From an optimization exercise on the open Yosys and OpenROAD flow, aimed at small area, a short achievable clock period and few clock cycles per item; shortcuts taken in it are not production practice.
RTL that was checked went through simulation tests only; none was proved equivalent to the original.
No functional check of the RTL was part of runs 1 and 2.
Power figures rest on the tool's default switching activity, not on a simulated workload.

File: design.v
package pcg_pkg;
   localparam int REQ_DATA_W = 88;
   localparam int RSP_DATA_W = 64;
   localparam int CSR_ADDR_W = 4;
   localparam int CSR_DATA_W = 32;
   localparam logic [1:0] EVT_NOTE_OFF = 2'd0;
   localparam logic [1:0] EVT_NOTE_ON  = 2'd1;
   localparam logic [1:0] EVT_PITCH    = 2'd2;
   localparam logic [1:0] REG_GATE_HIGH = 2'd0;
   localparam logic [1:0] REG_GATE_LOW  = 2'd1;
   localparam logic [1:0] REG_THRESHOLD = 2'd2;
   localparam logic [16:0] GATE_HIGH_RST = 17'd4096;
   localparam logic [16:0] GATE_LOW_RST  = 17'd409;
   localparam logic [15:0] THRESHOLD_RST = 16'd41;
   localparam logic [18:0] Q_BASE      = 19'd20480;
   localparam logic [12:0] VEL_DEFAULT = 13'd3277;     
   localparam logic [12:0] VEL_FULL    = 13'd4096;
endpackage
import pcg_pkg::*;
module pcg_csr (
   input  logic                  clock,
   input  logic                  reset,
   input  logic                  csr_psel,
   input  logic                  csr_penable,
   input  logic                  csr_pwrite,
   input  logic [CSR_ADDR_W-1:0] csr_paddr,
   input  logic [CSR_DATA_W-1:0] csr_pwdata,
   output logic [CSR_DATA_W-1:0] csr_prdata,
   output logic                  csr_pready,
   input  logic signed [16:0]    level,       
   output logic                  level_ge,    
   output logic                  level_le,    
   output logic [15:0]           threshold
);
   logic signed [16:0] gate_high_ff;
   logic signed [16:0] gate_low_ff;
   logic [15:0]        threshold_ff;
   logic [16:0]        rd_lo_ff;
   logic               rd_hi_ff;
   logic               wr_beat;
   logic               wr_high;
   logic               wr_low;
   logic signed [16:0] wr_level;
   assign csr_pready = 1'b1;
   assign wr_beat    = csr_psel && csr_penable && csr_pwrite;
   assign wr_high    = wr_beat && csr_paddr[3:2] == REG_GATE_HIGH;
   assign wr_low     = wr_beat && csr_paddr[3:2] == REG_GATE_LOW;
   assign wr_level   = csr_pwdata[16:0];
   assign threshold  = threshold_ff;
   logic ge_reg, ge_wr, le_reg, le_wr;
   pcg_uge #(.W(17)) u_ge_reg (.a(level ^ 17'h10000), .b(gate_high_ff ^ 17'h10000), .ge(ge_reg));
   pcg_uge #(.W(17)) u_ge_wr  (.a(level ^ 17'h10000), .b(wr_level ^ 17'h10000),     .ge(ge_wr));
   pcg_uge #(.W(17)) u_le_reg (.a(gate_low_ff ^ 17'h10000), .b(level ^ 17'h10000),  .ge(le_reg));
   pcg_uge #(.W(17)) u_le_wr  (.a(wr_level ^ 17'h10000), .b(level ^ 17'h10000),     .ge(le_wr));
   assign level_ge = wr_high ? ge_wr : ge_reg;
   assign level_le = wr_low  ? le_wr : le_reg;
   always_ff @(posedge clock) begin
      if (reset) begin
         gate_high_ff <= GATE_HIGH_RST;
         gate_low_ff  <= GATE_LOW_RST;
         threshold_ff <= THRESHOLD_RST;
      end else begin
         if (wr_high) begin
            gate_high_ff <= wr_level;
         end
         if (wr_low) begin
            gate_low_ff <= wr_level;
         end
         if (wr_beat && csr_paddr[3:2] == REG_THRESHOLD) begin
            threshold_ff <= csr_pwdata[15:0];
         end
      end
   end
   always_ff @(posedge clock) begin
      case (csr_paddr[3:2])
         REG_GATE_HIGH: begin
            rd_lo_ff <= gate_high_ff;
            rd_hi_ff <= gate_high_ff[16];
         end
         REG_GATE_LOW: begin
            rd_lo_ff <= gate_low_ff;
            rd_hi_ff <= gate_low_ff[16];
         end
         REG_THRESHOLD: begin
            rd_lo_ff <= {1'b0, threshold_ff};
            rd_hi_ff <= 1'b0;
         end
         default: begin
            rd_lo_ff <= '0;
            rd_hi_ff <= 1'b0;
         end
      endcase
   end
   assign csr_prdata = {{15{rd_hi_ff}}, rd_lo_ff};
endmodule
import pcg_pkg::*;
module pcg_lane_mem (
   input  logic               clock,
   input  logic               reset,
   input  logic [15:0]        rd_sel,
   output logic [6:0]         rd_note,
   output logic [19:0]        rd_t,
   input  logic [15:0]        walk_sel,
   output logic [6:0]         walk_note,
   output logic [15:0]        gates,
   output logic [15:0]        gates_nx,
   input  logic [15:0]        gate_set,
   input  logic [15:0]        gate_clr,
   input  logic [15:0]        note_we,
   input  logic [15:0]        t_we,
   input  logic [6:0]         wr_note,
   input  logic [19:0]        wr_t
);
   logic [15:0] gate_ff;
   logic [6:0]  note_ff [0:15];
   logic [19:0] t_ff    [0:15];
   assign gates    = gate_ff;
   assign gates_nx = (gate_ff & ~gate_clr) | gate_set;
   always_comb begin
      rd_note   = '0;
      rd_t      = '0;
      walk_note = '0;
      for (int i = 0; i < 16; i++) begin
         rd_note   = rd_note   | (note_ff[i] & {7{rd_sel[i]}});
         rd_t      = rd_t      | (t_ff[i] & {20{rd_sel[i]}});
         walk_note = walk_note | (note_ff[i] & {7{walk_sel[i]}});
      end
   end
   always_ff @(posedge clock) begin
      if (reset) begin
         gate_ff <= '0;
      end else begin
         gate_ff <= gates_nx;
      end
   end
   always_ff @(posedge clock) begin
      for (int i = 0; i < 16; i++) begin
         if (note_we[i]) begin
            note_ff[i] <= wr_note;
         end
         if (t_we[i]) begin
            t_ff[i] <= wr_t;
         end
      end
   end
endmodule
import pcg_pkg::*;
module pcg_add #(
   parameter int W = 8
) (
   input  logic [W-1:0] a,
   input  logic [W-1:0] b,
   input  logic         cin,
   output logic [W-1:0] s
);
   logic [W-1:0] p;
   logic [W-1:0] g;
   logic [W-1:0] gg;
   logic [W-1:0] pp;
   always_comb begin
      p  = a ^ b;
      g  = a & b;
      gg = g;
      pp = p;
      gg[0] = g[0] | (p[0] & cin);
      for (int l = 0; (1 << l) < W; l++) begin
         for (int i = 0; i < W; i++) begin
            if ((i >> l) & 1) begin
               gg[i] = gg[i] | (pp[i] & gg[((i >> l) << l) - 1]);
               pp[i] = pp[i] & pp[((i >> l) << l) - 1];
            end
         end
      end
      s[0] = p[0] ^ cin;
      for (int i = 1; i < W; i++) begin
         s[i] = p[i] ^ gg[i - 1];
      end
   end
endmodule
module pcg_uge #(
   parameter int W = 8
) (
   input  logic [W-1:0] a,
   input  logic [W-1:0] b,
   output logic         ge
);
   logic [W-1:0] gg;
   logic [W-1:0] pp;
   always_comb begin
      gg = a & ~b;
      pp = a | ~b;
      gg[0] = gg[0] | pp[0];
      for (int l = 0; (1 << l) < W; l++) begin
         for (int i = 0; i < W; i++) begin
            if ((i >> l) & 1) begin
               gg[i] = gg[i] | (pp[i] & gg[((i >> l) << l) - 1]);
               pp[i] = pp[i] & pp[((i >> l) << l) - 1];
            end
         end
      end
      ge = gg[W-1];
   end
endmodule
module pcg_csa #(
   parameter int W = 8
) (
   input  logic [W-1:0] a,
   input  logic [W-1:0] b,
   input  logic [W-1:0] c,
   output logic [W-1:0] s,
   output logic [W-1:0] k
);
   assign s = a ^ b ^ c;
   assign k = {(a[W-2:0] & b[W-2:0]) | (a[W-2:0] & c[W-2:0]) | (b[W-2:0] & c[W-2:0]), 1'b0};
endmodule
module pcg_nonneg3 (
   input  logic [23:0] x,
   input  logic [23:0] y,
   input  logic [23:0] z,
   output logic        nonneg
);
   logic [23:0] s;
   logic [23:0] k;
   logic [22:0] gg;
   logic [22:0] pp;
   always_comb begin
      s  = x ^ y ^ z;
      k  = {(x[22:0] & y[22:0]) | (x[22:0] & z[22:0]) | (y[22:0] & z[22:0]), 1'b1};
      gg = s[22:0] & k[22:0];
      pp = s[22:0] | k[22:0];
      gg[0] = gg[0] | pp[0];    
      for (int l = 0; (1 << l) < 23; l++) begin
         for (int i = 0; i < 23; i++) begin
            if ((i >> l) & 1) begin
               gg[i] = gg[i] | (pp[i] & gg[((i >> l) << l) - 1]);
               pp[i] = pp[i] & pp[((i >> l) << l) - 1];
            end
         end
      end
      nonneg = !(s[23] ^ k[23] ^ gg[22]);
   end
endmodule
module pcg_velocity_pre (
   input  logic [17:0] vel_t,       
   output logic [12:0] hi_s,
   output logic [12:0] hi_k,
   output logic        c17
);
   logic [29:0] v_s1, v_k1, v_s2, v_k2, v_s3, v_k3;
   pcg_csa #(.W(30)) u_v1 (.a(30'(vel_t)), .b(30'(vel_t) << 4), .c(30'(vel_t) << 8),
                           .s(v_s1), .k(v_k1));
   pcg_csa #(.W(30)) u_v2 (.a(v_s1), .b(v_k1), .c(30'(vel_t) << 12), .s(v_s2), .k(v_k2));
   pcg_csa #(.W(30)) u_v3 (.a(v_s2), .b(v_k2), .c(30'h12000), .s(v_s3), .k(v_k3));
   logic        no_c17;
   pcg_uge #(.W(17)) u_c17 (.a(~v_k3[16:0]), .b(v_s3[16:0]), .ge(no_c17));
   assign c17 = !no_c17;
   assign hi_s = v_s3[29:17];
   assign hi_k = v_k3[29:17];
endmodule
module pcg_velocity (
   input  logic [12:0] hi_s,
   input  logic [12:0] hi_k,
   input  logic        c17,
   input  logic [1:0]  vel_sel,     
   output logic [12:0] velocity
);
   logic [12:0] quot;
   pcg_add #(.W(13)) u_hi (.a(hi_s), .b(hi_k), .cin(c17), .s(quot));
   always_comb begin
      case (vel_sel)
         2'd0:    velocity = quot;
         2'd1:    velocity = VEL_DEFAULT;
         2'd2:    velocity = 13'd0;
         default: velocity = VEL_FULL;
      endcase
   end
endmodule
module pcg_note_calc (
   input  logic signed [21:0] a,           
   input  logic [6:0]         rec_note,    
   input  logic signed [21:0] rec_a,       
   input  logic [15:0]        threshold,
   output logic [6:0]         note,        
   output logic signed [21:0] new_offset,  
   output logic signed [21:0] held_offset, 
   output logic               send_pitch   
);
   logic [9:0]  hi;
   logic        neg;
   logic        clamp_hi;
   logic [9:0]  hi_m127;
   logic [6:0]  hi_r;
   logic [9:0]  held_hi;
   logic        lo_ok;
   logic        hi_ok;
   assign hi       = a[21:12];
   assign neg      = a[21];
   assign clamp_hi = !neg && ((hi[9:7] != 3'd0) || (hi[6:0] == 7'd127 && a[11]));
   pcg_add #(.W(10)) u_hi_m127 (.a(hi), .b(10'h381), .cin(1'b0), .s(hi_m127));
   pcg_add #(.W(7))  u_hi_r    (.a(hi[6:0]), .b(7'd0), .cin(a[11]), .s(hi_r));
   always_comb begin
      if (neg) begin
         note       = 7'd0;
         new_offset = a;
      end else if (clamp_hi) begin
         note       = 7'd127;
         new_offset = {hi_m127, a[11:0]};
      end else begin
         note       = hi_r;
         new_offset = {{10{a[11]}}, a[11:0]};
      end
   end
   pcg_add #(.W(10)) u_held (.a(hi), .b(~{3'd0, rec_note}), .cin(1'b1), .s(held_hi));
   assign held_offset = {held_hi, a[11:0]};
   pcg_nonneg3 u_lo (
      .x      ({{2{a[21]}}, a}),
      .y      (~{8'd0, threshold}),
      .z      (~{{2{rec_a[21]}}, rec_a}),
      .nonneg (lo_ok)
   );
   pcg_nonneg3 u_hi (
      .x      ({{2{rec_a[21]}}, rec_a}),
      .y      (~{{2{a[21]}}, a}),
      .z      (~{8'd0, threshold}),
      .nonneg (hi_ok)
   );
   assign send_pitch = lo_ok || hi_ok;
endmodule
import pcg_pkg::*;
module pcg_event_out (
   input  logic                  clock,
   input  logic                  reset,
   input  logic                  push,      
   input  logic [1:0]            e_kind,
   input  logic [3:0]            e_lane,
   input  logic [6:0]            e_note,
   input  logic [12:0]           e_vel,
   input  logic [21:0]           e_off,
   input  logic [15:0]           e_time,
   input  logic                  e_last,
   input  logic                  e_on,      
   output logic                  skid_busy,
   output logic                  skid_busy_nx,
   output logic                  rsp_tvalid,
   input  logic                  rsp_tready,
   output logic [RSP_DATA_W-1:0] rsp_tdata,
   output logic [1:0]            rsp_tuser,
   output logic                  rsp_tlast
);
   localparam int EW = 66;
   logic          o_valid_ff;
   logic          o_on_ff;
   logic [1:0]    o_kind_ff;
   logic [3:0]    o_lane_ff;
   logic [6:0]    o_note_ff;
   logic [12:0]   o_vel_ff;
   logic [21:0]   o_off_ff;
   logic [15:0]   o_time_ff;
   logic          o_last_ff;
   logic          s_valid_ff;
   logic [EW-1:0] s_ff;
   logic [EW-1:0] e_bus;
   logic [EW-1:0] o_src;
   logic          o_free;
   assign e_bus  = {e_on, e_last, e_kind, e_lane, e_note, e_vel, e_off, e_time};
   assign o_free = !o_valid_ff || (rsp_tready && !o_on_ff);
   assign o_src  = s_valid_ff ? s_ff : e_bus;
   assign skid_busy    = s_valid_ff;
   assign skid_busy_nx = s_valid_ff ? !o_free : (push && !o_free);
   always_ff @(posedge clock) begin
      if (reset) begin
         o_valid_ff <= 1'b0;
         o_on_ff    <= 1'b0;
         s_valid_ff <= 1'b0;
      end else begin
         if (o_on_ff) begin
            if (rsp_tready) begin
               o_on_ff <= 1'b0;
            end
         end else if (o_free) begin
            o_valid_ff <= s_valid_ff || push;
            o_on_ff    <= o_src[EW-1] && (s_valid_ff || push);
         end
         s_valid_ff <= skid_busy_nx;
      end
   end
   always_ff @(posedge clock) begin
      if (o_on_ff) begin
         if (rsp_tready) begin
            o_kind_ff <= EVT_PITCH;
            o_vel_ff  <= '0;
            o_last_ff <= 1'b1;
         end
      end else if (o_free) begin
         {o_last_ff, o_kind_ff, o_lane_ff, o_note_ff, o_vel_ff, o_off_ff, o_time_ff} <= o_src[EW-2:0];
         o_last_ff <= o_src[EW-2] && !o_src[EW-1];
      end
      if (!s_valid_ff) begin
         s_ff <= e_bus;
      end
   end
   assign rsp_tvalid = o_valid_ff;
   assign rsp_tuser  = o_kind_ff;
   assign rsp_tlast  = o_last_ff;
   assign rsp_tdata  = {2'd0, o_time_ff, o_off_ff & {22{!o_on_ff}}, o_vel_ff, o_note_ff, o_lane_ff};
endmodule
import pcg_pkg::*;
module poly_cv_gate_to_note_events (
   input  logic                  clock,
   input  logic                  reset,
   input  logic                  req_tvalid,
   output logic                  req_tready,
   input  logic [REQ_DATA_W-1:0] req_tdata,
   input  logic [0:0]            req_tuser,    
   output logic                  rsp_tvalid,
   input  logic                  rsp_tready,
   output logic [RSP_DATA_W-1:0] rsp_tdata,
   output logic [1:0]            rsp_tuser,    
   output logic                  rsp_tlast,
   input  logic                  csr_psel,
   input  logic                  csr_penable,
   input  logic                  csr_pwrite,
   input  logic [CSR_ADDR_W-1:0] csr_paddr,
   input  logic [CSR_DATA_W-1:0] csr_pwdata,
   output logic [CSR_DATA_W-1:0] csr_prdata,
   output logic                  csr_pready
);
   logic               in_ge;
   logic               in_le;
   logic [15:0]        threshold;
   logic               rdy_ff;         
   logic               a_valid_ff;
   logic               a_reset_ff;
   logic [3:0]         a_lane_ff;
   logic [4:0]         a_req_ff;       
   logic               a_ge_ff;
   logic               a_le_ff;
   logic signed [16:0] a_pitch_ff;
   logic signed [6:0]  a_m_ff;         
   logic [17:0]        a_vt_ff;        
   logic [1:0]         a_vsel_ff;
   logic [15:0]        a_time_ff;
   logic               b_valid_ff;
   logic               b_simple_ff;    
   logic               b_final_ff;     
   logic               it_reset_ff;    
   logic [15:0]        it_sel_ff;      
   logic [15:0]        it_pend_ff;     
   logic               it_use_ff;      
   logic               it_ge_ff;       
   logic               it_le_ff;       
   logic signed [19:0] it_t_ff;        
   logic [12:0]        it_vhs_ff;      
   logic [12:0]        it_vhk_ff;
   logic               it_vc_ff;
   logic [1:0]         it_vsel_ff;
   logic               noev_ff;        
   logic               fire_ff;        
   logic               done_ff;        
   logic               bfree_ff;       
   logic [15:0]        it_time_ff;
   logic               rec_gate_ff;    
   logic [6:0]         rec_note_ff;
   logic signed [19:0] rec_t_ff;
   logic [4:0]         lanes_ff;       
   logic signed [16:0] in_gate;
   logic signed [16:0] in_vl;
   logic [4:0]         in_count;
   logic [17:0]        in_vt;
   logic               a_lane0;
   logic [15:0]        a_sel;
   logic               a_simple;
   logic [19:0]        a_t_s, a_t_k, a_t;
   logic [12:0]        a_vhs;
   logic [12:0]        a_vhk;
   logic               a_vc;
   logic [15:0]        a_pend;
   logic [12:0]        c_vel;
   logic [6:0]         mem_note;
   logic [19:0]        mem_t;
   logic [15:0]        walk_sel;
   logic [6:0]         walk_note;
   logic [15:0]        gates;
   logic [15:0]        gates_nx;
   logic [15:0]        gate_set;
   logic [15:0]        gate_clr;
   logic [15:0]        note_we;
   logic [15:0]        t_we;
   logic               note_wr;
   logic               t_wr;
   logic [6:0]         c_note;
   logic signed [21:0] c_new_off;
   logic signed [21:0] c_held_off;
   logic               c_send;
   logic [15:0]        pending;
   logic               walk_any;
   logic               walk_single;
   logic [3:0]         walk_lane;
   logic [3:0]         it_lane;
   logic               step;           
   logic               fire;
   logic               b_done;
   logic               a_move;
   logic               a_valid_nx;
   logic               b_valid_nx;
   logic               b_final_nx;
   logic               step_nx;
   logic               wphase;         
   logic [15:0]        pend_nx;
   logic               bfree_nx;
   logic               noev_nx;
   logic               fire_nx;
   logic               a_use;
   logic               a_gate;
   logic               rise, fall, held;
   logic               s_event;
   logic               skid_busy;
   logic               skid_busy_nx;
   logic               push;
   logic [1:0]         e_kind;
   logic [3:0]         e_lane;
   logic [6:0]         e_note;
   logic [12:0]        e_vel;
   logic [21:0]        e_off;
   logic               e_last;
   logic               e_on;
   pcg_csr u_csr (
      .clock       (clock),
      .reset       (reset),
      .csr_psel    (csr_psel),
      .csr_penable (csr_penable),
      .csr_pwrite  (csr_pwrite),
      .csr_paddr   (csr_paddr),
      .csr_pwdata  (csr_pwdata),
      .csr_prdata  (csr_prdata),
      .csr_pready  (csr_pready),
      .level       (in_gate),
      .level_ge    (in_ge),
      .level_le    (in_le),
      .threshold   (threshold)
   );
   pcg_lane_mem u_lane_mem (
      .clock     (clock),
      .reset     (reset),
      .rd_sel    (a_sel),
      .rd_note   (mem_note),
      .rd_t      (mem_t),
      .walk_sel  (walk_sel),
      .walk_note (walk_note),
      .gates     (gates),
      .gates_nx  (gates_nx),
      .gate_set  (gate_set),
      .gate_clr  (gate_clr),
      .note_we   (note_we),
      .t_we      (t_we),
      .wr_note   (c_note),
      .wr_t      (it_t_ff)
   );
   pcg_velocity_pre u_velocity_pre (
      .vel_t (a_vt_ff),
      .hi_s  (a_vhs),
      .hi_k  (a_vhk),
      .c17   (a_vc)
   );
   pcg_velocity u_velocity (
      .hi_s     (it_vhs_ff),
      .hi_k     (it_vhk_ff),
      .c17      (it_vc_ff),
      .vel_sel  (it_vsel_ff),
      .velocity (c_vel)
   );
   pcg_note_calc u_note_calc (
      .a           ({it_t_ff, 2'b00}),
      .rec_note    (rec_note_ff),
      .rec_a       ({rec_t_ff, 2'b00}),
      .threshold   (threshold),
      .note        (c_note),
      .new_offset  (c_new_off),
      .held_offset (c_held_off),
      .send_pitch  (c_send)
   );
   pcg_event_out u_event_out (
      .clock        (clock),
      .reset        (reset),
      .push         (push),
      .e_kind       (e_kind),
      .e_lane       (e_lane),
      .e_note       (e_note),
      .e_vel        (e_vel),
      .e_off        (e_off),
      .e_time       (it_time_ff),
      .e_last       (e_last),
      .e_on         (e_on),
      .skid_busy    (skid_busy),
      .skid_busy_nx (skid_busy_nx),
      .rsp_tvalid   (rsp_tvalid),
      .rsp_tready   (rsp_tready),
      .rsp_tdata    (rsp_tdata),
      .rsp_tuser    (rsp_tuser),
      .rsp_tlast    (rsp_tlast)
   );
   assign req_tready = rdy_ff;
   assign in_count = req_tdata[8:4];
   assign in_gate  = req_tdata[25:9];
   assign in_vl    = req_tdata[64:48];
   pcg_add #(.W(18)) u_in_vt (.a(18'(in_vl[15:0])), .b(18'(in_vl[15:0]) << 1), .cin(1'b0), .s(in_vt));
   always_ff @(posedge clock) begin
      if (rdy_ff) begin
         a_reset_ff <= req_tuser[0];
         a_lane_ff  <= req_tdata[3:0];
         if (in_count == 5'd0) begin
            a_req_ff <= 5'd1;
         end else if (in_count > 5'd16) begin
            a_req_ff <= 5'd16;
         end else begin
            a_req_ff <= in_count;
         end
         a_ge_ff    <= in_ge;
         a_le_ff    <= in_le;
         a_pitch_ff <= req_tdata[42:26];
         a_m_ff     <= 7'sd15 + 7'($signed(req_tdata[47:43])) + (7'($signed(req_tdata[47:43])) <<< 1);
         a_vt_ff    <= in_vt;
         if (!req_tdata[65]) begin
            a_vsel_ff <= 2'd1;
         end else if (in_vl[16] || in_vl == 17'd0) begin
            a_vsel_ff <= 2'd2;
         end else if (in_vl >= 17'sd40955) begin
            a_vsel_ff <= 2'd3;
         end else begin
            a_vsel_ff <= 2'd0;
         end
         a_time_ff  <= req_tdata[81:66];
      end
   end
   assign a_lane0  = (a_lane_ff == 4'd0);
   assign a_sel    = 16'(1) << a_lane_ff;
   assign a_simple = (a_pend == 16'd0);
   pcg_csa #(.W(20)) u_a_csa (
      .a (20'(a_pitch_ff)),
      .b (20'(a_pitch_ff) << 1),
      .c (20'(a_m_ff) << 12),
      .s (a_t_s),
      .k (a_t_k)
   );
   pcg_add #(.W(20)) u_a_add (.a(a_t_s), .b(a_t_k), .cin(1'b0), .s(a_t));
   function automatic logic lowest_only(input logic [15:0] x);
      logic seen;
      logic two;
      seen = 1'b0;
      two  = 1'b0;
      for (int i = 0; i < 16; i++) begin
         two  = two | (seen & x[i]);
         seen = seen | x[i];
      end
      lowest_only = !two;
   endfunction
   assign wphase = !(b_simple_ff || b_final_ff);
   assign step   = !wphase || (it_reset_ff && walk_single);
   assign fire   = fire_ff;
   assign b_done = done_ff;
   assign a_move = a_valid_ff && bfree_ff;
   assign a_use  = !a_reset_ff && (a_lane0 || {1'b0, a_lane_ff} < lanes_ff);
   assign a_gate = |(gates_nx & a_sel);
   always_comb begin
      a_valid_nx = rdy_ff ? req_tvalid : a_valid_ff;
      b_valid_nx = a_move || (b_valid_ff && !b_done);
      if (bfree_ff) begin
         b_final_nx = 1'b0;
         pend_nx    = a_pend;
         step_nx    = a_simple || (a_reset_ff && lowest_only(a_pend));
         noev_nx    = a_simple && (!a_use || (!a_gate && !a_ge_ff));
      end else begin
         noev_nx    = noev_ff;
         b_final_nx = b_final_ff
                      || (b_valid_ff && wphase && (!walk_any || (fire && walk_single)));
         pend_nx    = (fire && wphase) ? (pending & ~walk_sel) : pending;
         step_nx    = b_simple_ff || b_final_nx || (it_reset_ff && lowest_only(pend_nx));
      end
      fire_nx  = b_valid_nx && (!skid_busy_nx || (noev_nx && step_nx));
      bfree_nx = !b_valid_nx || (fire_nx && step_nx);
   end
   always_ff @(posedge clock) begin
      if (reset) begin
         rdy_ff     <= 1'b1;
         a_valid_ff <= 1'b0;
         b_valid_ff <= 1'b0;
         b_final_ff <= 1'b0;
         fire_ff    <= 1'b0;
         noev_ff    <= 1'b0;
         done_ff    <= 1'b0;
         bfree_ff   <= 1'b1;
         lanes_ff   <= 5'd1;
      end else begin
         rdy_ff     <= !a_valid_nx || bfree_nx;
         a_valid_ff <= a_valid_nx;
         b_valid_ff <= b_valid_nx;
         b_final_ff <= b_final_nx;
         fire_ff    <= fire_nx;
         done_ff    <= fire_nx && step_nx;
         noev_ff    <= noev_nx;
         bfree_ff   <= bfree_nx;
         if (a_move) begin
            if (a_reset_ff) begin
               lanes_ff <= 5'd1;
            end else if (a_lane0) begin
               lanes_ff <= a_req_ff;
            end
         end
      end
   end
   always_comb begin
      for (int i = 0; i < 16; i++) begin
         a_pend[i] = gates_nx[i] && (a_reset_ff || (a_lane0 && 5'(i) >= a_req_ff));
      end
   end
   always_ff @(posedge clock) begin
      if (bfree_ff) begin
         b_simple_ff <= a_simple;
         it_reset_ff <= a_reset_ff;
         it_sel_ff   <= a_sel;
         it_pend_ff  <= a_pend;
         it_use_ff   <= a_use;
         it_ge_ff    <= a_ge_ff;
         it_le_ff    <= a_le_ff;
         it_t_ff     <= a_t;
         it_vhs_ff   <= a_vhs;
         it_vhk_ff   <= a_vhk;
         it_vc_ff    <= a_vc;
         it_vsel_ff  <= a_vsel_ff;
         it_time_ff  <= a_time_ff;
         rec_gate_ff <= a_gate;
         rec_note_ff <= (note_wr && |(it_sel_ff & a_sel)) ? c_note : mem_note;
         rec_t_ff    <= (t_wr && |(it_sel_ff & a_sel)) ? it_t_ff : mem_t;
      end else if (fire && wphase) begin
         it_pend_ff  <= it_pend_ff & ~walk_sel;
      end
   end
   assign pending  = it_pend_ff;
   assign walk_any = |pending;
   always_comb begin
      walk_sel  = '0;
      walk_lane = '0;
      for (int i = 15; i >= 0; i--) begin
         if (pending[i]) begin
            walk_sel  = 16'(1) << i;
            walk_lane = 4'(i);
         end
      end
   end
   assign walk_single = (pending & ~walk_sel) == 16'd0;
   always_comb begin
      it_lane = '0;
      for (int i = 0; i < 16; i++) begin
         it_lane = it_lane | (4'(i) & {4{it_sel_ff[i]}});
      end
   end
   assign rise    = it_use_ff && !rec_gate_ff && it_ge_ff;
   assign fall    = it_use_ff && rec_gate_ff && it_le_ff;
   assign held    = it_use_ff && rec_gate_ff && !it_le_ff && c_send;
   assign s_event = rise || fall || held;
   assign note_wr = b_done && rise;
   assign t_wr    = b_done && (rise || held);
   always_comb begin
      push     = 1'b0;
      e_kind   = EVT_NOTE_OFF;
      e_lane   = it_lane;
      e_note   = rec_note_ff;
      e_vel    = '0;
      e_off    = '0;
      e_last   = 1'b1;
      e_on     = 1'b0;
      gate_set = '0;
      gate_clr = '0;
      if (wphase) begin
         push   = fire && walk_any;
         e_lane = walk_lane;
         e_note = walk_note;
         e_last = walk_single && (it_reset_ff || !s_event);
         if (fire) begin
            gate_clr = walk_sel;
         end
      end else begin
         push = fire && s_event;
         if (rise) begin
            e_kind = EVT_NOTE_ON;
            e_note = c_note;
            e_vel  = c_vel;
            e_off  = c_new_off;
            e_on   = 1'b1;
         end else if (!fall) begin
            e_kind = EVT_PITCH;
            e_off  = c_held_off;
         end
         if (fire) begin
            gate_set = rise ? it_sel_ff : 16'd0;
            gate_clr = fall ? it_sel_ff : 16'd0;
         end
      end
   end
   assign note_we = note_wr ? it_sel_ff : 16'd0;
   assign t_we    = t_wr ? it_sel_ff : 16'd0;
endmodule
File: flow/run.sh
#!/bin/bash
# Layout flow: the standard layout (standard.sh, with its synthesis
# unchanged), run with timing repair aimed below the clock period, small
# plain buffers on the ports (resized by repair where timing needs it) and
# larger clock-tree sink clusters. Each tool's output goes to a log file here.
set -euo pipefail
export SETUP_SLACK_MARGIN=6
export BUFFER_PORTS_ARGS="-buffer_cell sky130_fd_sc_hd__buf_1"
export CTS_CLUSTER_SIZE=25
export CTS_CLUSTER_DIAMETER=100
bash standard.sh > standard_flow.log 2>&1
File: standard.sh
#!/bin/bash
# synth_recipe.tcl (not shown) runs the flow's synth.tcl, then flattens the netlist and writes it again
# the make line also repeats each setting of config.mk as NAME=value (left out here)
make -C /OpenROAD-flow-scripts/flow DESIGN_CONFIG=/design/flow/config.mk WORK_HOME=/design/flow/orfs CLKGATE_MAP_FILE= SYNTH_SCRIPT=/design/flow/synth_recipe.tcl "${@:-finish}"
File: config.mk
export PLATFORM = sky130hd
export DESIGN_NAME = poly_cv_gate_to_note_events
export DESIGN_NICKNAME = poly_cv_gate_to_note_events
export VERILOG_FILES = /design/flow/design.v
export SDC_FILE = /design/flow/constraint.sdc
export NUM_CORES = 4
export LEC_CHECK = 0
export CAP_MARGIN = 20
export CORE_MARGIN = 2
export CORE_UTILIZATION = 40
export SLEW_MARGIN = 20
File: constraint.sdc
create_clock -name core_clock -period 10.0 [get_ports {clock}]
set_input_delay 2.0000 -clock core_clock [delete_from_list [all_inputs] [get_ports {clock}]]
set_output_delay 2.0000 -clock core_clock [all_outputs]
set_load 0.01 [all_outputs]
==> summary.txt, run 1 <==
Place
  – DP HPWL: 73000 um
  – Routability congestion estimate from global placement: 0.915
  – Place WS: 4810 ps
  – Port Buffers: 207
  – Placed insts: 4568

Clock tree
  – Worst-path clk slew: 90 ps
  – TritonCTS clock tree: done
  – CTS root buf: clkbuf_16
  – CTS Sinks: 863
  – H-tree levels: 2
  – TritonCTS Buffers: 43
  – Clock buffer depth: 3
  – Skew-Pair Late Insertion Delay: 620 ps

Worst setup path
  – Worst setup EP type: flip-flop
  – CP Data Arrival Time: 4210 ps
  – Reg2reg path depth: 12
  – CP max stage delay: 510 ps
  – Crit path launch type: flip-flop
  – Worst r2r src: it_t_ff[0]
  – Crit path cell chain: buf_12, fa_1, o21ai_2, maj3_2, maj3_2, o211ai_1, nor4b_4, nor2_2, o22a_2, buf_12, nand2_8, and2_4
  – Worst Path Buf+Inv: 2
  – Critical Setup Path Class: flip-flop to flip-flop
  – CP max stage cell: fa_1
  – R2R Setup Slk: 6070 ps
  – Worst-path maximum fanout: 20
  – Worst r2r dst: u_lane_mem.t_ff[11][6]
  – Critical path required time: 10280 ps
  – CP top delay family: adder cells

Global routing
  – Largest net degree at the start of global routing: 65
  – Overflow after GRT: 0
  – All-Layer GR Usage: 23.0%
  – First-pass GRT wire length: 176000 um
  – Initial antenna violation count: 8
  – Vias in the first global route: 26.6k

Timing
  – Period Utilization, post-route: 39.3%
  – Final hold vios: 0
  – Fmax: 254 MHz
  – Period minus WS final: 3930 ps
  – Slew Limit Fails: 0
  – Measured slew at the worst slew-check pin: 1150 ps
  – Fin Setup TNS: 0 ps
  – Clock Skew: 28.4 ps
  – Worst setup margin: 6070 ps
  – Slew HR: 23.0%
  – Setup violators final: 0
  – RSZ-0062 raised after global routing: true

Min path
  – WHS Path Cells: 0
  – Min-delay src: a_time_ff[4]
  – Hold WC Path Type: flip-flop to flip-flop
  – Worst Hold Path EP: it_time_ff[4]

Floorplanning
  – I/O Pins: 234
  – Core ar.: 98600 um^2
  – Die area: 102000 um^2
  – Die X: 320 um
  – Die Ht: 320 um
  – Row count: 115
  – Initial core utilization: 40.4%

Yosys
  – Top-count cell post-synth: edfxtp_1
  – Post-synth ARST share: 0%
  – Share of the synthesized area in the top cell type: 51.3%
  – Post-synth top area cell: edfxtp_1
  – FF+latch count, synth: 863
  – Netlist cell types: 99
  – Synth top area cells: edfxtp_1 (51%), dfxtp_1 (9.1%), ha_1 (4.4%)
  – Register area share after synthesis: 60.4%
  – Synth Warn #: 15
  – Post-synth EDFFs: 681
  – Post-synth top flop: edfxtp_1
  – Mapped cell area: 39900 um^2
  – Syn Area/Cell: 12.5 um^2
  – Commonest cells post-synth: edfxtp_1 (681), nand2_1 (234), inv_1 (206)
  – Mapped Cells: 3181

Job
  – Max_cap viols: 0

Route
  – Drt pass-1 iters: 7
  – Detailed Route WL: 120000 um
  – Routed WL per cell: 25.5 um
  – Starting DRC count in detailed routing: 3508
  – Vias: 28.0k
  – Remaining antenna violation count: 0
  – Drt drc: 0
  – Mean number of vias per cell: 5.96

Pwr
  – Pleak: 15.8 nW
  – Peak supply drop: 0.147 mV
  – Power density cells: 195 nW/um^2

Outcome
  – Status: complete, no violations

Final layout
  – Post-layout utilization of the core: 45.0%
  – Final nets: 3714
  – Layout cells sized above 1: 9.55%
  – Non-filler cells, final: 4695
  – Area Growth Syn to Fin: 11.2%
## per-layer routing
| layer | track usage [%] | wire length [um] |
|---|---|---|
| met3 | 3.62 | 11400 |
| met2 | 36.1 | 54300 |
| met4 | 7.55 | 4060 |
| met1 | 32.6 | 49900 |
| met5 | 0 | 0 |
## cell families after synthesis
| group | share of synthesized area, % |
|---|---|
| xor gates and xnor gates | 0.813 |
| AOI/OAI and AO/OA | 14.7 |
| muxes | 1.77 |
| buffers and inverters | 3.86 |
| adders and majority gates | 8.39 |
| other | 0.0188 |
| DFF | 60.4 |
| and+or+nand+nor | 10.0 |
## area by class of cell
type                       instances  area, um^2
multi-input combinational       1956       14800
antenna                            4        10.0
clock buffer                      66        1230
tap                             1287        1610
timing repair buffer             300        1670
fill                            8922       54300
sequential                       863       24100
clock inverter                    11         115
inverter                         208         783
## state kept, by name, indices dropped and copies added (netlist names), 17 cells and up
name / cells
a_pitch_ff: 17
u_csr.gate_low_ff: 17
u_lane_mem.note_ff: 112
u_event_out.s_ff: 66
u_lane_mem.t_ff: 320
a_vt_ff: 18
u_csr.rd_lo_ff: 17
u_csr.gate_high_ff: 17
u_event_out.o_off_ff: 22
rec_t_ff: 20
it_t_ff: 20
## through the flow
step           instance area (um^2)  power, mW  hold slack [ps]
6_report                      44300       8.66              427
5_1_grt                       44300       9.09              439
4_1_cts                       44100       8.66              427
3_5_place_dp                  42200       6.59              405
3_3_place_gp                  42200       6.56              401
2_1_floorplan                 39900       5.85              400
## power breakdown
part | leakage [nW] | switching [mW] | internal [mW]
Sequential | 8.09 | 0.140 | 4.39
Clock | 0.639 | 1.18 | 0.877
Combinational | 7.06 | 1.31 | 0.767
## worst max-delay path by stage
stage | cells after the start | to | slack, ps | startpoint
finish | 12 | u_lane_mem.t_ff[11][6] | 6070 | it_t_ff[0]
floorplan | 11 | a_vt_ff[16] | 5980 | req_tdata[48]
CTS | 13 | rec_t_ff[6] | 6010 | it_t_ff[0]
detailed placement | 10 | u_lane_mem.t_ff[4][6] | 4810 | it_t_ff[18]
global placement | 10 | u_lane_mem.t_ff[0][4] | 4870 | it_t_ff[18]
global route | 13 | rec_t_ff[11] | 5980 | it_t_ff[0]
## timing repair
| action | CTS | global route |
|---|---|---|
| gates resized for setup | 72 | 41 |
| pin swaps | 17 | 13 |
| cloned | 24 | 1 |
| hold buffers | 0 | 0 |
| buffers inserted | 15 | 5 |
| setup endpoints to repair | 352 | 349 |
## layout by cell type, fill, tap and decap left out, types with 20 or more instances in the layout
master,n
a22oi_1,112
and3_1,36
dfxtp_1,178
buf_4,76
o21ai_0,110
and2_4,33
clkbuf_16,46
ha_1,139
and2_1,24
nor2_1,145
clkbuf_1,20
nand2_1,233
edfxtp_1,681
a21oi_1,137
mux2_2,24
nand4_1,59
buf_1,200
inv_1,205
mux2i_1,31
a22o_1,93
fa_1,69
nor3_1,31
nor2b_1,52
a221oi_1,89
nand2b_1,27
nand3_1,57
a21o_1,20
xnor2_1,25
==> run 2: changes to the inputs <==
--- a/flow/run.sh
+++ b/flow/run.sh
@@ -7,3 +7,3 @@
 export SETUP_SLACK_MARGIN=6
-export BUFFER_PORTS_ARGS="-buffer_cell sky130_fd_sc_hd__buf_1"
+export BUFFER_PORTS_ARGS="-buffer_cell sky130_fd_sc_hd__buf_2"
 export CTS_CLUSTER_SIZE=25
==> summary.txt, run 2 <==
Worst setup path
  – CP Data Arrival Time: 4470 ps (+260 ps)
  – Worst setup EP type: flip-flop
  – Worst-path maximum fanout: 4 (-80%)
  – Crit path launch type: flip-flop
  – Critical Setup Path Class: flip-flop to flip-flop
  – Critical path required time: 10520 ps (+240 ps)

Clock tree
  – CTS root buf: clkbuf_16
  – Clock buffer depth: 3 (unchanged)
  – Post-CTS Hold Buffers: 0 (unchanged)
  – Worst-path clk slew: 100 ps (about the same)
  – TritonCTS clock tree: done
  – H-tree levels: 2 (unchanged)
  – CTS Sinks: 863 (unchanged)
  – Skew-Pair Late Insertion Delay: 670 ps (+50 ps)
  – TritonCTS Buffers: 43 (unchanged)

Yosys
  – Commonest cells post-synth: edfxtp_1 (681), nand2_1 (234), inv_1 (206)
  – Register area share after synthesis: 60.4% (unchanged)
  – Synth Warn #: 15 (unchanged)
  – Post-synth EDFFs: 681 (unchanged)
  – Share of the synthesized area in the top cell type: 51.3% (unchanged)
  – Post-synth ARST share: 0% (unchanged)
  – Mapped Cells: 3181 (unchanged)
  – Syn Area/Cell: 12.5 um^2 (unchanged)
  – Post-synth top flop: edfxtp_1
  – Mapped cell area: 39900 um^2 (unchanged)
  – Netlist cell types: 99 (unchanged)
  – Top-count cell post-synth: edfxtp_1
  – Post-synth top area cell: edfxtp_1
  – FF+latch count, synth: 863 (unchanged)
  – Synth top area cells: edfxtp_1 (51%), dfxtp_1 (9.1%), ha_1 (4.4%)

Final layout
  – FILL cells: 8938 (+0.18%)
  – FF+latch area: 24100 um^2 (about the same)
  – Post-route cell area: 44500 um^2 (+0.40%)
  – Post-layout utilization of the core: 45.1% (+0.18 points)
  – Commonest cells after routing, fill and taps aside: edfxtp_1 (681), nand2_1 (233), buf_2 (207)
  – Max reg flops: 320 (unchanged)
  – Area Growth Syn to Fin: 11.6%
  – Registers with the most flip-flops: u_lane_mem.t_ff (320), u_lane_mem.note_ff (112), u_event_out.s_ff (66)
  – Top reg by flops: u_lane_mem.t_ff
  – Layout cells sized above 1: 15.3% (+5.8 points)
  – Multi-input logic area: 14800 um^2 (-0.24%)
  – Final nets: 3716 (+0.054%)
  – Non-filler cells, final: 4697 (+0.043%)
  – Commonest non-fill, non-tap cell in the layout: edfxtp_1

Global routing
  – First-pass GRT wire length: 175000 um (-0.88%)
  – Largest net degree at the start of global routing: 70 (+7.7%)
  – Vias in the first global route: 26.4k (-0.64%)
  – Initial antenna violation count: 5 (-3)
  – Overflow after GRT: 0 (unchanged)
  – All-Layer GR Usage: 23.0% (about the same)

Floorplanning
  – I/O Pins: 234 (unchanged)
  – Core ar.: 98600 um^2 (unchanged)
  – Die X: 320 um (unchanged)
  – Die area: 102000 um^2 (unchanged)
  – Initial core utilization: 40.4% (unchanged)
  – Die Ht: 320 um (unchanged)
  – Row count: 115 (unchanged)

Timing
  – Setup violators final: 0 (unchanged)
  – Worst setup margin: 6040 ps (-26.0 ps)
  – Slew HR: 20.1% (-2.9 points)
  – RSZ-0062 raised after global routing: false
  – Hold slack: 422 ps (-4.22 ps)
  – Fin Setup TNS: 0 ps (unchanged)
  – Slew Limit Fails: 0 (unchanged)
  – Period minus WS final: 3960 ps (+26.0 ps)
  – Final hold vios: 0 (unchanged)
  – Fmax: 253 MHz (-0.66%)
  – Measured slew at the worst slew-check pin: 1190 ps (+42.0 ps)
  – Period Utilization, post-route: 39.6% (+0.26 points)
  – Clock Skew: 45.4 ps (+16.9 ps)

Route
  – Remaining antenna violation count: 0 (unchanged)
  – Routed WL per cell: 25.6 um (+0.32%)
  – Drt drc: 0 (unchanged)
  – Drt pass-1 iters: 8 (+1)
  – Starting DRC count in detailed routing: 3141 (-10%)
  – Detailed Route WL: 120000 um (+0.36%)
  – Mean number of vias per cell: 5.95 (about the same)
  – Vias: 28.0k (-0.018%)

Place
  – Area after DPL: 42400 um^2 (+0.58%)
  – Routability congestion estimate from global placement: 0.908 (-0.78%)
  – Port Buffers: 207 (unchanged)
  – Place WS: 4790 ps (-27.4 ps)
  – DP HPWL: 72900 um (-0.23%)
  – Placed insts: 4566 (-0.044%)

Outcome
  – Status: complete, no violations

Pwr
  – Pleak: 16.4 nW (+3.7%)
  – Peak supply drop: 0.143 mV (-2.7%)
  – Power density cells: 195 nW/um^2 (-0.13%)
  – Total power draw: 8.68 mW (+0.27%)

Job
  – Max_cap viols: 0 (unchanged)

Min path
  – Hold WC Path Type: flip-flop to flip-flop
==> run 2: cells by family after synthesis <==
group / Yosys count / synth area share [%]
buffers and inverters: 384 / 3.86
adder cells (fa/ha/maj): 230 / 8.39
AO/OA/AOI/OAI: 813 / 14.7
AND/OR/NAND/NOR: 787 / 10.0
other: 2 / 0.0188
flip-flops: 863 / 60.4
XOR/XNOR: 37 / 0.813
multiplexers: 65 / 1.77
==> run 2: final cells by class <==
type	instances	share of cell area [%]
antenna	2	0.0112
clock inverter	12	0.357
inverter	208	1.77
multi-input combinational	1960	33.2
tap	1287	3.62
sequential	863	54.2
clock buffer	67	2.67
timing repair buffer	298	4.23
==> run 2: layer usage <==
metal	vias to the layer above	wire length [um]	GRT usage [%]
met5	-	0	0
met4	0	4350	8.00
met3	241	11500	4.23
met2	1398	54700	36.2
met1	13900	49500	31.8
li1	12400	-	-
==> run 2: report_power, final <==
group | internal (mW) | switching [mW]
Clock | 0.879 | 1.19
Sequential | 4.39 | 0.147
Combinational | 0.783 | 1.30
Total | 6.05 | 2.63
==> run 2: path summary, 6_finish.rpt <==
| kind | start | endpoint | slack (ps) | depth (start not counted) |
|---|---|---|---|---|
| setup / recovery | it_t_ff[0] | u_event_out.o_valid_ff | 6040 | 12 |
| hold / removal | a_vsel_ff[1] | it_vsel_ff[1] | 420 | 0 |
| setup reg to reg | it_t_ff[0] | u_event_out.o_valid_ff | 6040 | 12 |
| hold reg to reg | a_vsel_ff[1] | it_vsel_ff[1] | 420 | 0 |
==> run 2: worst max-delay path: stages, from the launching register on <==
cell and delay, ps:
edfxtp_1 440, buf_12 170, fa_1 500, o21ai_2 70, maj3_1 370, maj3_1 380
o21ai_1 440, a21oi_2 180, buf_4 180, nor4_2 410, and4_2 450, or3b_2 160
a21oi_1 50
==> run 2: timing repair <==
| action | in CTS | in global routing |
|---|---|---|
| setup endpoints to repair | 349 | 349 |
| gates resized for setup | 64 | 23 |
| pin swaps | 19 | 5 |
| buffers inserted | 14 | 7 |
| cloned | 28 | 1 |
==> run 3: changes to the inputs <==
--- a/design.v
+++ b/design.v
@@ -29,5 +29,4 @@
    output logic                  csr_pready,
-   input  logic signed [16:0]    level,       
-   output logic                  level_ge,    
-   output logic                  level_le,    
+   output logic signed [16:0]    gate_high,
+   output logic signed [16:0]    gate_low,
    output logic [15:0]           threshold
@@ -49,9 +48,4 @@
    assign threshold  = threshold_ff;
-   logic ge_reg, ge_wr, le_reg, le_wr;
-   pcg_uge #(.W(17)) u_ge_reg (.a(level ^ 17'h10000), .b(gate_high_ff ^ 17'h10000), .ge(ge_reg));
-   pcg_uge #(.W(17)) u_ge_wr  (.a(level ^ 17'h10000), .b(wr_level ^ 17'h10000),     .ge(ge_wr));
-   pcg_uge #(.W(17)) u_le_reg (.a(gate_low_ff ^ 17'h10000), .b(level ^ 17'h10000),  .ge(le_reg));
-   pcg_uge #(.W(17)) u_le_wr  (.a(wr_level ^ 17'h10000), .b(level ^ 17'h10000),     .ge(le_wr));
-   assign level_ge = wr_high ? ge_wr : ge_reg;
-   assign level_le = wr_low  ? le_wr : le_reg;
+   assign gate_high  = gate_high_ff;
+   assign gate_low   = gate_low_ff;
    always_ff @(posedge clock) begin
@@ -427,4 +421,4 @@
 );
-   logic               in_ge;
-   logic               in_le;
+   logic signed [16:0] gate_high;
+   logic signed [16:0] gate_low;
    logic [15:0]        threshold;
@@ -435,4 +429,5 @@
    logic [4:0]         a_req_ff;       
-   logic               a_ge_ff;
-   logic               a_le_ff;
+   logic signed [16:0] a_gate_ff;
+   logic               a_ge;           
+   logic               a_le;           
    logic signed [16:0] a_pitch_ff;
@@ -508,3 +503,2 @@
    logic               wphase;         
-   logic [15:0]        pend_nx;
    logic               bfree_nx;
@@ -536,5 +530,4 @@
       .csr_pready  (csr_pready),
-      .level       (in_gate),
-      .level_ge    (in_ge),
-      .level_le    (in_le),
+      .gate_high   (gate_high),
+      .gate_low    (gate_low),
       .threshold   (threshold)
@@ -617,4 +610,3 @@
          end
-         a_ge_ff    <= in_ge;
-         a_le_ff    <= in_le;
+         a_gate_ff  <= in_gate;
          a_pitch_ff <= req_tdata[42:26];
@@ -634,2 +626,4 @@
    end
+   pcg_uge #(.W(17)) u_ge (.a(a_gate_ff ^ 17'h10000), .b(gate_high ^ 17'h10000), .ge(a_ge));
+   pcg_uge #(.W(17)) u_le (.a(gate_low ^ 17'h10000), .b(a_gate_ff ^ 17'h10000), .ge(a_le));
    assign a_lane0  = (a_lane_ff == 4'd0);
@@ -645,15 +639,4 @@
    pcg_add #(.W(20)) u_a_add (.a(a_t_s), .b(a_t_k), .cin(1'b0), .s(a_t));
-   function automatic logic lowest_only(input logic [15:0] x);
-      logic seen;
-      logic two;
-      seen = 1'b0;
-      two  = 1'b0;
-      for (int i = 0; i < 16; i++) begin
-         two  = two | (seen & x[i]);
-         seen = seen | x[i];
-      end
-      lowest_only = !two;
-   endfunction
    assign wphase = !(b_simple_ff || b_final_ff);
-   assign step   = !wphase || (it_reset_ff && walk_single);
+   assign step   = !wphase;
    assign fire   = fire_ff;
@@ -668,5 +651,4 @@
          b_final_nx = 1'b0;
-         pend_nx    = a_pend;
-         step_nx    = a_simple || (a_reset_ff && lowest_only(a_pend));
-         noev_nx    = a_simple && (!a_use || (!a_gate && !a_ge_ff));
+         step_nx    = a_simple;
+         noev_nx    = !a_use || (!a_gate && !a_ge);
       end else begin
@@ -675,4 +657,3 @@
                       || (b_valid_ff && wphase && (!walk_any || (fire && walk_single)));
-         pend_nx    = (fire && wphase) ? (pending & ~walk_sel) : pending;
-         step_nx    = b_simple_ff || b_final_nx || (it_reset_ff && lowest_only(pend_nx));
+         step_nx    = b_simple_ff || b_final_nx;
       end
@@ -722,4 +703,4 @@
          it_use_ff   <= a_use;
-         it_ge_ff    <= a_ge_ff;
-         it_le_ff    <= a_le_ff;
+         it_ge_ff    <= a_ge;
+         it_le_ff    <= a_le;
          it_t_ff     <= a_t;
--- a/flow/run.sh
+++ b/flow/run.sh
@@ -6,4 +6,4 @@
 set -euo pipefail
-export SETUP_SLACK_MARGIN=6
-export BUFFER_PORTS_ARGS="-buffer_cell sky130_fd_sc_hd__buf_2"
+export SETUP_SLACK_MARGIN=6.3
+export BUFFER_PORTS_ARGS="-buffer_cell sky130_fd_sc_hd__buf_1"
 export CTS_CLUSTER_SIZE=25
==> summary.txt, run 3 <==
Final layout
  – Final nets: 3648 (-1.8%)
  – Registers with the most flip-flops: u_lane_mem.t_ff (320), u_lane_mem.note_ff (112), u_event_out.s_ff (66)
  – Area Growth Syn to Fin: 14.3%
  – Top reg by flops: u_lane_mem.t_ff
  – Layout cells sized above 1: 12.2% (-3.1 points)
  – Max reg flops: 320 (unchanged)
  – Multi-input logic area: 14000 um^2 (-4.9%)
  – Post-route cell area: 44900 um^2 (+1.0%)
  – Commonest cells after routing, fill and taps aside: edfxtp_1 (712), nand2_1 (219), buf_1 (201)
  – Post-layout utilization of the core: 45.9% (+0.80 points)
  – FF+latch area: 24700 um^2 (+2.5%)
  – Commonest non-fill, non-tap cell in the layout: edfxtp_1
  – FILL cells: 8844 (-1.1%)

Yosys
  – Mapped Cells: 3016 (-5.2%)
  – Register area share after synthesis: 62.8% (+2.4 points)
  – Top-count cell post-synth: edfxtp_1
  – Mapped cell area: 39300 um^2 (-1.4%)
  – Post-synth ARST share: 0% (unchanged)
  – Post-synth top flop: edfxtp_1
  – Share of the synthesized area in the top cell type: 54.4% (+3.1 points)
  – Synth Warn #: 15 (unchanged)
  – Post-synth EDFFs: 712 (+4.6%)
  – FF+latch count, synth: 878 (+1.7%)
  – Post-synth top area cell: edfxtp_1
  – Commonest cells post-synth: edfxtp_1 (712), nand2_1 (219), inv_1 (194)
  – Synth top area cells: edfxtp_1 (54%), dfxtp_1 (8.5%), ha_1 (4.5%)
  – Syn Area/Cell: 13.0 um^2 (+4.0%)
  – Netlist cell types: 90 (-9.1%)

Timing
  – Fin Setup TNS: 0 ps (unchanged)
  – Period minus WS final: 3980 ps (+18.4 ps)
  – Setup violators final: 0 (unchanged)
  – Measured slew at the worst slew-check pin: 1220 ps (+26.6 ps)
  – Clock Skew: 33.1 ps (-12.3 ps)
  – Final hold vios: 0 (unchanged)
  – Fmax: 252 MHz (-0.46%)
  – RSZ-0062 raised after global routing: true
  – Slew Limit Fails: 0 (unchanged)
  – Period Utilization, post-route: 39.8% (+0.18 points)
  – Slew HR: 18.5% (-1.6 points)

Job
  – Max_cap viols: 0 (unchanged)

Route
  – Starting DRC count in detailed routing: 3924 (+25%)
  – Drt pass-1 iters: 7 (-1)
  – Drt drc: 0 (unchanged)
  – Remaining antenna violation count: 0 (unchanged)
  – Routed WL per cell: 26.1 um (+2.0%)
  – Mean number of vias per cell: 5.87 (-1.4%)
  – Detailed Route WL: 121000 um (+0.47%)
  – Vias: 27.2k (-2.8%)

Place
  – Routability congestion estimate from global placement: 0.899 (-0.96%)
  – Port Buffers: 207 (unchanged)
  – DP HPWL: 68600 um (-5.9%)
  – Area after DPL: 41700 um^2 (-1.8%)

Worst setup path
  – Critical Setup Path Class: flip-flop to flip-flop
  – Crit path launch type: flip-flop
  – Setup crit end: u_lane_mem.t_ff[13][5]
  – Worst r2r src: it_t_ff[9]
  – Worst r2r dst: u_lane_mem.t_ff[13][5]
  – Worst setup path start: it_t_ff[9]
  – Reg2reg path depth: 15 (+3)
  – CP Data Arrival Time: 4280 ps (-190 ps)
  – Worst-path maximum fanout: 8 (+4)
  – R2R Setup Slk: 6020 ps (-20 ps)
  – Worst setup EP type: flip-flop
  – Critical path required time: 10310 ps (-210 ps)

Global routing
  – First-pass GRT wire length: 174000 um (-0.45%)
  – Largest net degree at the start of global routing: 67 (-4.3%)
  – Overflow after GRT: 0 (unchanged)
  – Vias in the first global route: 25.8k (-2.3%)
  – Initial antenna violation count: 2 (-3)
  – All-Layer GR Usage: 23.3% (+0.32 points)

Floorplanning
  – Row count: 115 (unchanged)
  – I/O Pins: 234 (unchanged)
  – Die area: 101000 um^2 (-1.3%)
  – Core ar.: 97800 um^2 (-0.73%)
  – Die Ht: 318 um (-0.67%)
  – Die X: 318 um (-0.67%)
  – Initial core utilization: 40.2% (-0.26 points)

Pwr
  – Power density cells: 195 nW/um^2 (about the same)
  – Peak supply drop: 0.118 mV (-18%)
  – Pleak: 16.2 nW (-0.88%)
  – Total power draw: 8.77 mW (+1.0%)

Clock tree
  – Clock buffer depth: 3 (unchanged)
  – TritonCTS clock tree: done
  – CTS root buf: clkbuf_16
  – TritonCTS Buffers: 43 (unchanged)
  – Post-CTS Hold Buffers: 0 (unchanged)
  – CTS Sinks: 878 (+1.7%)
  – H-tree levels: 2 (unchanged)
  – Worst-path clk slew: 100 ps (about the same)
  – Skew-Pair Late Insertion Delay: 640 ps (-30 ps)

Outcome
  – Status: complete, no violations

Min path
  – Hold WC Path Type: flip-flop to flip-flop
run 3: metrics by stage:
stage               instances  hold slack [ps]  setup WS (ps)
finish                   4628              421           6020
global route             4628              434           5940
CTS                      4599              423           6100
detailed placement       4408              405           5320
global placement         4408              401           5340
floorplan                3017              400           5930
run 3: kinds of logic (layout without fill, tap and decap cells):
kind of cell    after synthesis  in the layout  share of synthesized area, %
xor+xnor                     35             35                         0.780
mux                          72             72                          1.92
other cells                   2              4                        0.0191
fa+ha+maj                   228            228                          8.46
compound gates              703            703                          12.9
simple gates                740            783                          9.39
buf+inv                     358            638                          3.65
flops                       878            878                          62.8
run 3: worst max-delay path: stages (launching register included):
cell	delay (ps)
edfxtp_1	410
buf_12	140
clkinvlp_4	150
fa_2	600
nand2b_4	150
o221ai_4	100
a221o_1	290
o211ai_1	160
buf_4	180
a21oi_4	60
o31a_1	340
o41ai_4	280
buf_4	200
buf_12	140
buf_12	140
and2_4	280
run 3: where the power goes:
| part | internal, mW | switching, mW |
|---|---|---|
| combinational | 0.816 | 1.27 |
| sequential | 4.46 | 0.151 |
| clock | 0.890 | 1.18 |
| total | 6.17 | 2.60 |
run 3: worst min-delay path by stage:
stage               cells past startpoint          start  slack (ps)        endpoint
floorplan                               0   a_time_ff[0]         400   it_time_ff[0]
global placement                        0   a_time_ff[1]         400   it_time_ff[1]
detailed placement                      0  a_time_ff[11]         400  it_time_ff[11]
CTS                                     0  a_time_ff[11]         420  it_time_ff[11]
global route                            0   a_time_ff[5]         430   it_time_ff[5]
finish                                  0  a_time_ff[11]         420  it_time_ff[11]
run 3: cell type report:
cell class                      count  share of cell area [%]
Timing Repair Buffer              365                    5.57
Clock inverter                      9                   0.251
Tap cell                         1287                    3.58
Inverter                          194                    1.66
Sequential cell                   878                    55.0
Antenna cell                        1                 0.00557
Clock buffer                       70                    2.71
Multi-Input combinational cell   1824                    31.2
run 3: repair_timing:
item / in CTS / in global routing
setup endpoints to repair: 389 / 377
pin swaps: 24 / 32
buffers inserted: 60 / 25
resized for setup: 102 / 60
cloned: 52 / 2
run 3: metal layers:
layer / share of wire [%] / up-vias / global-route usage (%) / routed length (um)
met5: 0.013 / - / 0 / 16
met4: 3.5 / 2 / 7.57 / 4220
met3: 11 / 254 / 4.43 / 13200
met2: 45 / 1511 / 36.3 / 54100
met1: 41 / 13500 / 32.9 / 49200
li1: - / 12000 / - / -
Testbench counts of run 3, summed over its fixed seeds: cycles 34,101, items 32,000.
==> run 4: changes to the inputs <==
--- a/flow/run.sh
+++ b/flow/run.sh
@@ -6,3 +6,3 @@
 set -euo pipefail
-export SETUP_SLACK_MARGIN=6.3
+export SETUP_SLACK_MARGIN=6
 export BUFFER_PORTS_ARGS="-buffer_cell sky130_fd_sc_hd__buf_1"
==> summary.txt, run 4 <==
Yosys
  – Share of the synthesized area in the top cell type: 54.4% (unchanged)
  – Mapped cell area: 39300 um^2 (unchanged)
  – Post-synth ARST share: 0% (unchanged)
  – Netlist cell types: 90 (unchanged)
  – Syn Area/Cell: 13.0 um^2 (unchanged)
  – Top-count cell post-synth: edfxtp_1
  – Post-synth top flop: edfxtp_1
  – Post-synth top area cell: edfxtp_1
  – Mapped Cells: 3016 (unchanged)
  – Synth top area cells: edfxtp_1 (54%), dfxtp_1 (8.5%), ha_1 (4.5%)
  – Synth Warn #: 15 (unchanged)
  – Register area share after synthesis: 62.8% (unchanged)
  – FF+latch count, synth: 878 (unchanged)
  – Commonest cells post-synth: edfxtp_1 (712), nand2_1 (219), inv_1 (194)
  – Post-synth EDFFs: 712 (unchanged)

Worst setup path
  – R2R Setup Slk: 5880 ps (-140 ps)
  – Worst r2r src: it_t_ff[9]
  – Worst-path maximum fanout: 13 (+5)
  – Crit path launch type: flip-flop
  – Critical path required time: 10350 ps (+40 ps)
  – Worst r2r dst: u_lane_mem.t_ff[6][9]
  – Worst setup EP type: flip-flop
  – Reg2reg path depth: 14 (-1)
  – CP Data Arrival Time: 4470 ps (+190 ps)
  – Critical Setup Path Class: flip-flop to flip-flop

Global routing
  – Initial antenna violation count: 4 (+2)
  – First-pass GRT wire length: 168000 um (-3.6%)
  – Vias in the first global route: 25.3k (-2.0%)
  – Largest net degree at the start of global routing: 74 (+10%)
  – Overflow after GRT: 0 (unchanged)
  – All-Layer GR Usage: 22.1% (-1.2 points)

Pwr
  – Peak supply drop: 0.114 mV (-3.6%)
  – Power density cells: 196 nW/um^2 (+0.41%)
  – Pleak: 15.9 nW (-2.2%)

Final layout
  – FILL cells: 8892 (+0.54%)
  – Layout cells sized above 1: 9.76% (-2.4 points)
  – FF+latch area: 24700 um^2 (about the same)
  – Area Growth Syn to Fin: 12.2%
  – Final nets: 3598 (-1.4%)
  – Commonest cells after routing, fill and taps aside: edfxtp_1 (712), nand2_1 (219), buf_1 (202)
  – Commonest non-fill, non-tap cell in the layout: edfxtp_1
  – Max reg flops: 320 (unchanged)
  – Multi-input logic area: 13800 um^2 (-1.3%)
  – Post-layout utilization of the core: 45.1% (-0.86 points)
  – Registers with the most flip-flops: u_lane_mem.t_ff (320), u_lane_mem.note_ff (112), u_event_out.s_ff (66)
  – Top reg by flops: u_lane_mem.t_ff

Timing
  – Clock Skew: 41.2 ps (+8.15 ps)
  – Slew HR: 22.5% (+4.0 points)
  – Period Utilization, post-route: 41.2% (+1.4 points)
  – Period minus WS final: 4120 ps (+145 ps)
  – Fin Setup TNS: 0 ps (unchanged)
  – Fmax: 243 MHz (-3.5%)
  – Measured slew at the worst slew-check pin: 1160 ps (-62.3 ps)
  – Final hold vios: 0 (unchanged)
  – Setup violators final: 0 (unchanged)
  – Slew Limit Fails: 0 (unchanged)
  – RSZ-0062 raised after global routing: true

Floorplanning
  – Core ar.: 97800 um^2 (unchanged)
  – Initial core utilization: 40.2% (unchanged)
  – Die area: 101000 um^2 (unchanged)
  – Row count: 115 (unchanged)
  – Die X: 318 um (unchanged)
  – I/O Pins: 234 (unchanged)
  – Die Ht: 318 um (unchanged)

Clock tree
  – CTS root buf: clkbuf_16
  – Worst-path clk slew: 100 ps (about the same)
  – Clock buffer depth: 3 (unchanged)
  – Post-CTS Hold Buffers: 0 (unchanged)
  – TritonCTS clock tree: done
  – H-tree levels: 2 (unchanged)
  – Skew-Pair Late Insertion Delay: 640 ps (about the same)
  – CTS Sinks: 878 (unchanged)
  – TritonCTS Buffers: 42 (-2.3%)

Route
  – Vias: 26.8k (-1.3%)
  – Detailed Route WL: 119000 um (-1.4%)
  – Drt drc: 0 (unchanged)
  – Routed WL per cell: 26.0 um (-0.25%)
  – Remaining antenna violation count: 0 (unchanged)
  – Mean number of vias per cell: 5.86 (-0.15%)
  – Starting DRC count in detailed routing: 3686 (-6.1%)
  – Drt pass-1 iters: 6 (-1)

Min path
  – Hold WC Path Type: flip-flop to flip-flop
  – Worst Hold Path EP: it_time_ff[5]
  – WHS Path Cells: 0 (unchanged)
  – Min-delay src: a_time_ff[5]

Place
  – Routability congestion estimate from global placement: 0.878 (-2.3%)
  – DP HPWL: 69800 um (+1.7%)
  – Port Buffers: 207 (unchanged)

Outcome
  – Status: complete, no violations

Job
  – Max_cap viols: 0 (unchanged)
==> run 4: layout make-up <==
| class | count | area share (%) |
|---|---|---|
| well taps | 1287 | 3.65 |
| multi-input cells | 1819 | 31.4 |
| inverters | 194 | 1.69 |
| flip-flops and latches | 878 | 56.0 |
| repair buffers | 321 | 4.35 |
| diodes | 1 | 0.00567 |
| clock buffers | 69 | 2.66 |
| clock inverters | 7 | 0.201 |
==> run 4: routing by layer <==
layer / part of all wire [%] / GRT usage, %
met5: 0.011 / 0
met4: 3.3 / 6.13
met3: 10 / 3.50
met2: 46 / 35.8
met1: 40 / 31.0
==> run 4: what timing repair did <==
item / 4_1_cts / 5_1_grt
cloned: 17 / 28
pin swaps: 10 / 9
endpoints found under the setup margin: 372 / 351
gates resized for setup: 50 / 44
buffers inserted: 17 / 25
==> run 4: metrics by stage <==
stage	instances	setup slack, ps	hold WS [ps]	power [mW]	instance area (um^2)
2_1_floorplan	3017	5930	400	5.90	39400
3_3_place_gp	4411	4980	401	6.53	41700
3_5_place_dp	4412	4980	405	6.56	41700
4_1_cts	4522	6000	416	8.60	43400
5_1_grt	4575	5800	428	9.06	44100
6_report	4576	5880	411	8.64	44100
==> run 4: how the worst max path moves through the flow <==
stage | slack, ps | cells after the start | endpoint | startpoint
after floorplan | 5930 | 12 | a_vt_ff[16] | req_tdata[50]
after global placement | 4980 | 11 | u_lane_mem.t_ff[12][6] | it_t_ff[9]
after detailed placement | 4980 | 11 | u_lane_mem.t_ff[2][4] | it_t_ff[9]
after CTS | 6000 | 14 | u_lane_mem.t_ff[6][18] | it_t_ff[9]
after global routing | 5800 | 14 | u_lane_mem.t_ff[6][1] | it_t_ff[9]
final | 5880 | 14 | u_lane_mem.t_ff[6][9] | it_t_ff[9]
==> run 4: kinds of logic after synthesis <==
| kind of cell | Yosys count | share of synthesized area, % |
|---|---|---|
| compound gates | 703 | 12.9 |
| xor+xnor | 35 | 0.780 |
| fa+ha+maj | 228 | 8.46 |
| buf+inv | 358 | 3.65 |
| flops | 878 | 62.8 |
| mux | 72 | 1.92 |
| other cells | 2 | 0.0191 |
| simple gates | 740 | 9.39 |
==> run 4: where the power goes <==
group          switching (mW)  leakage [nW]  internal, mW
Sequential              0.137          8.32          4.46
Clock                    1.17         0.604         0.853
Combinational            1.25          6.95         0.768
Total                    2.56          15.9          6.08
==> run 4: worst max-delay path, cell delays in order, from the launching register on <==
cell        delay, ps
edfxtp_1          410
buf_12            160
clkinvlp_4        170
fa_2              600
nand2b_4          140
o221ai_4          110
nor4_4            320
a211oi_2          180
o32a_1            390
o31a_1            200
buf_4             180
o41ai_4           270
buf_6             240
and2_4            230
clkbuf_16         210

-- re-timing with driven ports --
No port has a modelled driver above. Below, the same layouts with a new extraction and two added sets of constraints.
Step 1 assumes that a clkbuf_16 drives the clock port and a buf_2 every other input.
Step 2, shift: input delay + t, output delay - t, t = (earliest + latest rising clock arrival at the registers) / 2. This alone moves slack from input paths to output paths.
a / b / c = ideal / step 1 / step 2; a / b = the first two.
run | t (ns) | setup slack, ns | worst setup path after step 2 | worst register clock-pin slew, ns
run 1 | 0.678 | 6.069 / 6.069 / 5.528 | input to register | 0.11 / 0.11
run 2 | 0.711 | 6.043 / 6.043 / 5.586 | input to register | 0.11 / 0.11
run 3 | 0.695 | 6.025 / 6.025 / 5.694 | input to register | 0.11 / 0.11
run 4 | 0.685 | 5.880 / 5.880 / 5.528 | input to register | 0.11 / 0.11
After both steps setup and hold are still met in every run listed. The setup slack of run 1, which loses most, moves by 0.000 ns with the drivers and by -0.541 ns with both steps.
